What follows belongs to an exercise in optimizing a design on an open flow for small area, a short achievable clock period and few clock cycles per item; a production flow would make more cautious choices.
The RTL was checked by simulation tests, not by an equivalence proof against the original design.
Power figures rest on the tool's default switching activity, not on a simulated workload.

==> flow/design.v (excerpt) <==
module gaussian_elim_engine (
    input  logic        clk,
    input  logic        rst,
    input  logic        start,
    output logic        busy,
    output logic        done,
    output logic        c_rd_en,
    output logic [3:0]  c_rd_addr,
    input  logic [31:0] c_rd_data,
    output logic        a_rd_en,
    output logic [7:0]  a_rd_addr,
    input  logic [31:0] a_rd_data,
    output logic        b_rd_en,
    output logic [7:0]  b_rd_addr,
    input  logic [31:0] b_rd_data,
    output logic        st_en,
    output logic [7:0]  st_addr,
    output logic [31:0] st_data
);
    logic       busy_r, done_r, iss_r;
    logic [7:0] cnt_r;               
    logic       c_en_r;
    logic [3:0] c_addr_r;
    logic       v1_r, v2_r, v3_r;
    logic       me1_r, me2_r;        
    logic       z1_r, z2_r;          
    logic       f1_r, f2_r, f3_r;    
    logic       l1_r, l2_r, l3_r;    
    logic [7:0] ad1_r, ad2_r;
    logic       st_en_r;
    logic [7:0] st_addr_r;
    wire [3:0] cnt_row = cnt_r[4:1];
    wire [3:0] cnt_col = {cnt_r[7:5], cnt_r[0]};
    wire [7:0] cnt_nxt = cnt_r + 8'd1;
    wire       cnt_me  = (cnt_row <= cnt_col) && (cnt_row != 4'd15);
    always_ff @(posedge clk) begin
        if (rst) begin
            busy_r  <= 1'b0;
            done_r  <= 1'b0;
            iss_r   <= 1'b0;
            v1_r    <= 1'b0;
            v2_r    <= 1'b0;
            v3_r    <= 1'b0;
            l1_r    <= 1'b0;
            l2_r    <= 1'b0;
            l3_r    <= 1'b0;
            c_en_r  <= 1'b0;
            st_en_r <= 1'b0;
        end else begin
            done_r  <= l3_r;
            if (start) busy_r <= 1'b1;
            else if (l3_r) busy_r <= 1'b0;
            if (start) iss_r <= 1'b1;
  ...
==> flow/config.mk <==
export PLATFORM = sky130hd
export DESIGN_NAME = gaussian_elim_engine
export DESIGN_NICKNAME = gaussian_elim_engine
export VERILOG_FILES = /design/flow/design.v
export SDC_FILE = /design/flow/constraint.sdc
export NUM_CORES = 4
export LEC_CHECK = 0
export CAP_MARGIN = 20
export CORE_MARGIN = 2
export CORE_UTILIZATION = 40
export CTS_BUF_LIST = sky130_fd_sc_hd__clkbuf_8
export SETUP_SLACK_MARGIN = 5
export SLEW_MARGIN = 20
export SYNTH_HIERARCHICAL = 1
export SYNTH_MINIMUM_KEEP_SIZE = 0
==> flow/constraint.sdc <==
create_clock -name core_clock -period 10.0 [get_ports {clk}]
set_input_delay 2.0000 -clock core_clock [delete_from_list [all_inputs] [get_ports {clk}]]
set_output_delay 2.0000 -clock core_clock [all_outputs]
set_load 0.01 [all_outputs]
run.sh (not shown) runs the stock make flow with config.mk's settings and CLKGATE_MAP_FILE= SYNTH_SCRIPT=/design/flow/synth_recipe.tcl, a recipe that flattens the netlist after the stock synthesis.
The starting point produced a clean layout.
Testbench counts at the start, summed over its fixed seeds: cycles 16,696, runs 64.
Change:
CTS_BUF_LIST = unset   (was sky130_fd_sc_hd__clkbuf_8)
Outcome: The new run passed the timing, design-rule and antenna checks. Sequential cell count stays the same. Wire length shrinks by 0.48%. Clock skew shrinks by 20 ps. Design area barely changes. Count of clock-buffer cells in the layout shrinks by 28. Setup slack degrades by 19 ps. Synthesized area does not change.
Change:
==> flow/flow/run.sh (new file) <==
#!/bin/bash
# The standard layout (standard.sh), with the port buffers that ORFS adds
# made of sky130_fd_sc_hd__buf_1 cells instead of the default pick.
set -euo pipefail
sed 's|"\${@:-finish}"|BUFFER_PORTS_ARGS="-buffer_cell sky130_fd_sc_hd__buf_1" "${@:-finish}"|' standard.sh > standard_bufports.sh
grep -q BUFFER_PORTS_ARGS standard_bufports.sh
bash standard_bufports.sh > standard.log 2>&1
==> flow/standard.sh (new file) <==
#!/bin/bash
# synth_recipe.tcl (not shown) runs the flow's synth.tcl, then flattens the netlist and writes it again
# the make line also repeats each setting of config.mk as NAME=value (left out here)
make -C /OpenROAD-flow-scripts/flow DESIGN_CONFIG=/design/flow/config.mk WORK_HOME=/design/flow/orfs CLKGATE_MAP_FILE= SYNTH_SCRIPT=/design/flow/synth_recipe.tcl "${@:-finish}"
removed: flow/run.sh
Effect: Synthesized area does not change; cell area falls by 4.2%; combinational power is lower by about 5%; setup slack improves by 31 ps; routed wire length climbs by 1.6%; final cell count barely changes; hold slack stays flat.
Change:
CORE_UTILIZATION = 60   (was 40)
Effect: The new run finished clean. Final cell count came out lower by 8.9%. Maximum frequency fell by 1.2%. Non-clock buffer count rose by 1. Worst setup slack is worse by 47 ps. Clock skew shrinks by 6.2 ps.

## port drivers added, routing unchanged
Ports are ideal in the flow. The routed layouts listed here were re-timed in OpenROAD. Step 1 assumes that a clkbuf_16 drives the clock port and a buf_2 every other input. Step 2 times the ports against the registers' clock, not the clock port: input delays grow and output delays shrink by t, the midpoint of the rising clock arrivals with the driver on. Three values: ideal ports, drivers, drivers and shift; two values: the first two.
run | t, ns | setup WS [ns] | slew at the worst register clock pin (ns) | cell pins on the clock port's net
the first run | 0.686 | 6.171 / 6.136 / 5.916 | 0.07 / 0.07 | 1
the second run | 0.661 | 6.152 / 6.147 / 5.944 | 0.07 / 0.07 | 1
the third run | 0.609 | 6.183 / 6.183 / 6.180 | 0.06 / 0.06 | 1
the fourth run | 0.629 | 6.136 / 6.136 / 6.136 | 0.07 / 0.07 | 1
After both steps setup and hold are still met in every run listed. The setup slack of the first run, which loses most, moves by -0.035 ns with the drivers and by -0.255 ns with both steps.
